Context: an optimization exercise on an open-source flow, tuned for small area. The choices shown serve that exercise and are no tape-out recipe.
Only simulation tests tie the RTL to the original design; equivalence was not proved.
Power figures rest on the tool's default switching activity, not on a simulated workload. The clock port is modelled as an ideal driver; clocking choices that lean on that would not hold on a real chip.

## flow/design.v (module list and top-level ports; edited modules follow where they fit)
// module operand_mult_array: 2035 lines
// module product_adder_tree: 97 lines
// module result_buffer_ctrl: 50 lines
// module result_ram: 17 lines
// module mac_buff_top: 43 lines
module mac_buff_top (
    input  logic           CLK,
    input  logic           RST_N,
    input  logic           en_mac,
    input  logic [127:0]   operands,
    input  logic           en_block_read,
    output logic           rdy_mac,
    output logic           rdy_block_read,
    output logic           mem_val_valid,
    output logic [33:0]    mem_val_data
);
  // ...
==> flow/flow/run.sh <==
#!/bin/bash
# The standard layout (standard.sh) with these changes:
# - synthesis is synth_recipe.tcl with Yosys's generic abc pass skipped
#   inside synth (-noabc), so that extract_fa sees the adder tree as written;
#   the final liberty abc, flattening and renaming are unchanged
# - input and output ports get the smallest buffer (buf_1) instead of the
#   delay cell buffer_ports picks by default; every port is still buffered
# - a leaner clock tree: clkbuf_16 only, larger sink clusters and no dummy
#   balancing loads
set -euo pipefail
HERE=$(cd "$(dirname "$0")" && pwd)
CTS="-sink_clustering_enable -repair_clock_nets -dont_use_dummy_load"
CTS="$CTS -buf_list sky130_fd_sc_hd__clkbuf_16"
CTS="$CTS -sink_clustering_size 26 -sink_clustering_max_diameter 120"
bash standard.sh "SYNTH_SCRIPT=$HERE/synth_noabc.tcl" "CTS_ARGS=$CTS" \
    "BUFFER_PORTS_ARGS=-buffer_cell sky130_fd_sc_hd__buf_1" finish > standard_make.log 2>&1
==> flow/flow/synth_noabc.tcl <==
proc synth {args} { yosys synth -nofsm -noshare -noabc {*}$args }
source $::env(SCRIPTS_DIR)/synth.tcl
# left out here: clear keep_hierarchy, flatten, clean up, hide names made inside functions, write 1_2_yosys.v
==> flow/standard.sh <==
#!/bin/bash
# synth_recipe.tcl (not shown) runs the flow's synth.tcl, then flattens the netlist and writes it again
# the make line also repeats each setting of config.mk as NAME=value (left out here)
make -C /OpenROAD-flow-scripts/flow DESIGN_CONFIG=/design/flow/config.mk WORK_HOME=/design/flow/orfs CLKGATE_MAP_FILE= SYNTH_SCRIPT=/design/flow/synth_recipe.tcl "${@:-finish}"
==> flow/config.mk <==
export PLATFORM = sky130hd
export DESIGN_NAME = mac_buff_top
export DESIGN_NICKNAME = mac_buff_top
export VERILOG_FILES = /design/flow/design.v
export SDC_FILE = /design/flow/constraint.sdc
export NUM_CORES = 4
export LEC_CHECK = 0
export CAP_MARGIN = 20
export CORE_MARGIN = 2
export CORE_UTILIZATION = 60
export SLEW_MARGIN = 20
==> flow/constraint.sdc <==
create_clock -name core_clock -period 6.0 [get_ports {CLK}]
set_input_delay 1.2000 -clock core_clock [delete_from_list [all_inputs] [get_ports {CLK}]]
set_output_delay 1.2000 -clock core_clock [all_outputs]
set_load 0.01 [all_outputs]
==> flow_summary.yaml, run 1 <==
worst_setup_path:
  crit_slowest_cell: "fa_1"
  crit_family: "adder cells"
  endpoint_kind: "register"
  reg2reg_depth: 12
  critPathLaunchType: "register"
  crit_fanout: 17
  cpMostUsedCell: "fa_1"
final_layout:
  largest-register: "u_ram.mem"
  top_area_cell_class: "sequential cells"
  num-fill-cells: 10900
  synthToLayoutAreaGrowth_pct: 6.66
  diodes: 4
  seq_cell_count: 2390
sta:
  rsz0062_at_grt: "no"
  slew_headroom_pct: 25.7
  hold_ws_ns: 0.352
power:
  p_clk_share_pct: 11.4
  p_total_mw: 65.7
  comb-power_mw: 27.6
  power_switching_mw: 22.5
  power_frac_seq_pct: 46.7
floorplan:
  num_tap_cells: 2072
  initial_core_util_pct: 60.4
  dieHeight_um: 403
synth:
  synthesis.area_um2: 95500
  synth_xor_area_share_pct: 4.63
  yosysMostFrequentCell: "edfxtp_1"
  synth_area_leader_cell: "edfxtp_1"
  ys_seq_area_share_pct: 73.0
hold_path:
  min_to: "u_ram.mem[48]"
drt:
  drc: 0
  firstDrtPassIters: 6
  routedWlPerCell_um: 26.0
  wl_met3_um: 13700
status:
  status: "finished clean"
global_route:
  grt_max_degree: 185
  grt_pass1_vias: 41400
  grt_pass1_wl_um: 276000
placement:
  placed_cell_area_um2: 99300
  place_congestion: 0.909
  dp_slack_ns: 0.367
  io_buffers: 168
clock_network:
  cts_buffers: 103
  cts_tree: "built"
==> run 2: changes to the inputs <==
--- a/flow/flow/run.sh
+++ b/flow/flow/run.sh
@@ -12,5 +12,5 @@
 CTS="-sink_clustering_enable -repair_clock_nets -dont_use_dummy_load"
 CTS="$CTS -buf_list sky130_fd_sc_hd__clkbuf_16"
-CTS="$CTS -sink_clustering_size 26 -sink_clustering_max_diameter 120"
+CTS="$CTS -sink_clustering_size 32 -sink_clustering_max_diameter 120"
 bash standard.sh "SYNTH_SCRIPT=$HERE/synth_noabc.tcl" "CTS_ARGS=$CTS" \
     "BUFFER_PORTS_ARGS=-buffer_cell sky130_fd_sc_hd__buf_1" finish > standard_make.log 2>&1
==> run 2 against run 1 <==
  * Flip-flop and latch count did not move
  * Critical path type unchanged
  * Sequential power hardly changed
  * First-iteration DRC count barely moved
  * Via count is essentially flat
  * Clock-buffer cell count down 17
  * Clock skew rose by 0.033 ns
  * Largest cell class unchanged
  * Clock power is 7.8% lower
  * Non-clock buffer count stayed put
  * Design area down 0.42%
==> flow_summary.yaml, run 2 <==
placement:
  dpl.hpwl_um: 135000
  io_buffers: 168
  place_congestion: 0.909
final_layout:
  layout_commonest_cell: "edfxtp_1"
  num-fill-cells: 11000
  post-route-util_pct: 64.1
  largest_reg_flops: 2176
  drive_gt1_share_pct: 7.07
  mostFrequentLayoutCells: "edfxtp_1 (2176), fa_1 (620), xnor2_1 (459), a22oi_1 (420), buf_4 (225)"
  reg_top3: "u_ram.mem x2176, u_mult.op_q x128"
  synthToLayoutAreaGrowth_pct: 6.22
  finalNetCount: 6031
  largest-register: "u_ram.mem"
sta:
  fin_skew_ns: 0.113
  slew_viol_final: 0
  worst_pin_slew_ns: 1.17
  hold_viol_final: 0
  fin_crit_sh_pct: 94.1
  slew_headroom_pct: 22.2
  fmax_mhz: 177
  tns_ns: 0
  setup_viol: 0
  period_needed_ns: 5.65
  rsz0062_at_grt: "no"
drt:
  post_drt_via_cell_ratio: 5.78
  drt_iter0_markers: 4415
  wl_um: 188000
  num_vias: 41900
  drc: 0
  final_antenna_net_count: 0
  routedWlPerCell_um: 26.0
  firstDrtPassIters: 8
global_route:
  met1_usage_pct: 36.6
  grt_use_met3_pct: 5.04
  grt_use_total_pct: 23.4
  grt_pass1_wl_um: 275000
  antenna_found_initial: 13
  grtUsageMet2_pct: 33.7
  grt_pass1_vias: 41200
  grt_most_used_layer: "met1"
  grt.overflow.total: 0
  grt_max_degree: 185
worst_setup_path:
  criticalPathCategory: "register to register"
  regToRegSetupSlack_ns: 0.35
  cp.arrival_ns: 6.18
  r2r_start: "u_mult.op_q[7]"
  r2r_end: "u_mult.sum_b[17]"
  reg2reg_depth: 12
  crit_fanout: 17
  critical_path_required_ns: 6.53
  critPathLaunchType: "register"
  endpoint_kind: "register"
clock_network:
  clk_pin_slew_worst_paths_ns: 0.11
  post_cts_buffers: 0
  insertion_delay_ns: 0.77
  cts_hold_buf: 0
  postCtsResizedCells: 0
  cts-root-buf: "clkbuf_16"
  htreeDepth: 3
  cts_buffers: 86
  clock_path_buffers: 3
  cts_tree: "built"
  clock-sinks: 2390
synth:
  synth-main-ff-cell: "edfxtp_1"
  ys_types: 51
  synth_commonest_cells: "edfxtp_1 (2176), fa_1 (620), xnor2_1 (459)"
  synth_cells: 4995
  ys_warn_count: 3
  ys_seq_area_share_pct: 73.0
  yosysMostFrequentCell: "edfxtp_1"
  yosysTopAreaCellShare_pct: 68.4
  async_flop_share_pct: 0.753
  ys_ff_latch: 2390
  synth_area_per_cell_um2: 19.1
  syn_nets: 5848
  synthesis.area_um2: 95500
  synth_area_leader_cell: "edfxtp_1"
  synth-edff-count: 2176
  synth_area_leaders: "edfxtp_1 (68%), fa_1 (13%), xnor2_1 (4.2%), dfxtp_1 (4.1%), a22oi_1 (3.3%)"
floorplan:
  io_pins: 169
  core_area_um2: 158000
  die_area_um2: 162000
  die_width_um: 403
  dieHeight_um: 403
  rows: 146
  initial_core_util_pct: 60.4
hold_path:
  min_to: "u_ram.mem[730]"
  worstHoldPathCells: 0
  hp-start: "u_ram.mem[696]"
  holdCritPathClass: "register to register"
status:
  status: "finished clean"
power:
  p_leak_nw: 32.8
  power_density_nw_per_um2: 642
  ir_drop_mv: 0.729
flow_run:
  timing.max_cap.violations: 0
==> run 2: cell counts after synthesis <==
Identical to the previous run, type by type.
==> run 2: metal layers <==
metal	share of wire, %	vias up
li1	-	18400
met1	46	21800
met2	44	1392
met3	7.3	267
met4	3.0	10
met5	0.030	-
==> run 2: logic make-up (layout without fill, tap and decap cells) <==
family	count (synthesis)	in the layout	synth area share, %
fa+ha+maj	721	721	14.3
other cells	0	4	0
compound gates	555	555	4.14
mux	3	3	0.0341
buf+inv	394	575	1.72
flops	2390	2390	73.0
simple gates	427	427	2.17
xor+xnor	505	505	4.63
==> run 2: worst max path at each step <==
stage                     slack, ns                to      startpoint  depth (start not counted)
after floorplan              -10.66      u_ram.mem[0]   u_ctrl.vld[1]                          1
after global placement         0.40  u_mult.sum_b[17]  u_mult.op_q[7]                         12
after detailed placement       0.37  u_mult.sum_b[22]  u_mult.op_q[7]                         12
after CTS                      0.32  u_mult.sum_b[17]  u_mult.op_q[7]                         12
after global routing           0.12  u_mult.sum_b[17]  u_mult.op_q[7]                         12
final                          0.35  u_mult.sum_b[17]  u_mult.op_q[7]                         12
==> run 2: critical path, cell delays in order, from the launching register on <==
cell,delay (ns)
dfxtp_1,0.36
ha_1,0.21
nand2b_1,0.20
inv_2,0.51
xnor2_1,0.20
fa_1,0.47
fa_1,0.51
fa_1,0.55
fa_1,0.52
fa_1,0.52
fa_1,0.46
fa_1,0.50
fa_1,0.47
==> run 2: layout make-up <==
cell class	count	area, um^2	share of cell area (%)
antenna	4	10.0	0.00987
clock buffer	86	2150	2.12
multi-input combinational	2211	24200	23.8
sequential	2390	69700	68.7
tap	2072	2590	2.56
timing repair buffer	402	2500	2.46
inverter	87	327	0.322
==> run 2: power by group <==
part           internal (mW)  switching [mW]  total [mW]  leakage (nW)
logic                   11.4            16.2        27.6          10.6
registers               28.8            1.89        30.7          21.2
clock network           2.59            4.29        6.88          1.06
==> run 2: metrics by stage <==
step / cells / worst slack (ns) / hold slack (ns) / power (mW) / area, um^2
after floorplan: 4995 / -10.66 / 0.331 / 42.9 / 95500
after global placement: 7162 / 0.397 / 0.332 / 57.6 / 99300
after detailed placement: 7162 / 0.367 / 0.336 / 58.9 / 99300
after CTS: 7248 / 0.316 / 0.329 / 65.9 / 101000
after global routing: 7248 / 0.117 / 0.352 / 70.4 / 101000
final: 7252 / 0.353 / 0.348 / 65.1 / 101000

separate check: timing with driven ports:
The flow's constraints put no driver on any port. The routed layouts listed below were extracted and timed again, unchanged, in two steps. Step 1 sets driving cells, clkbuf_16 on the clock port and buf_2 on the other inputs (assumed; they add their load-dependent delay and slew). Step 2 adds t to the input delays and takes it off the output delays; t is the mean of the earliest and latest rising clock arrival at the registers after step 1. Input paths then give back, and output paths get back, about the clock's delay inside the block. Slacks: ideal ports / drivers / drivers and shift; pairs: ideal ports / drivers.
run	shift t [ns]	slack for setup (ns)	worst register clock-pin slew, ns	worst slew at a driven data input, ns	pins driven straight from the clock port
run 1	0.781	0.381 / 0.381 / 0.381	0.11 / 0.11	0.17	1
run 2	0.800	0.353 / 0.353 / 0.353	0.11 / 0.11	0.19	1
After both steps every run listed still meets setup and hold.
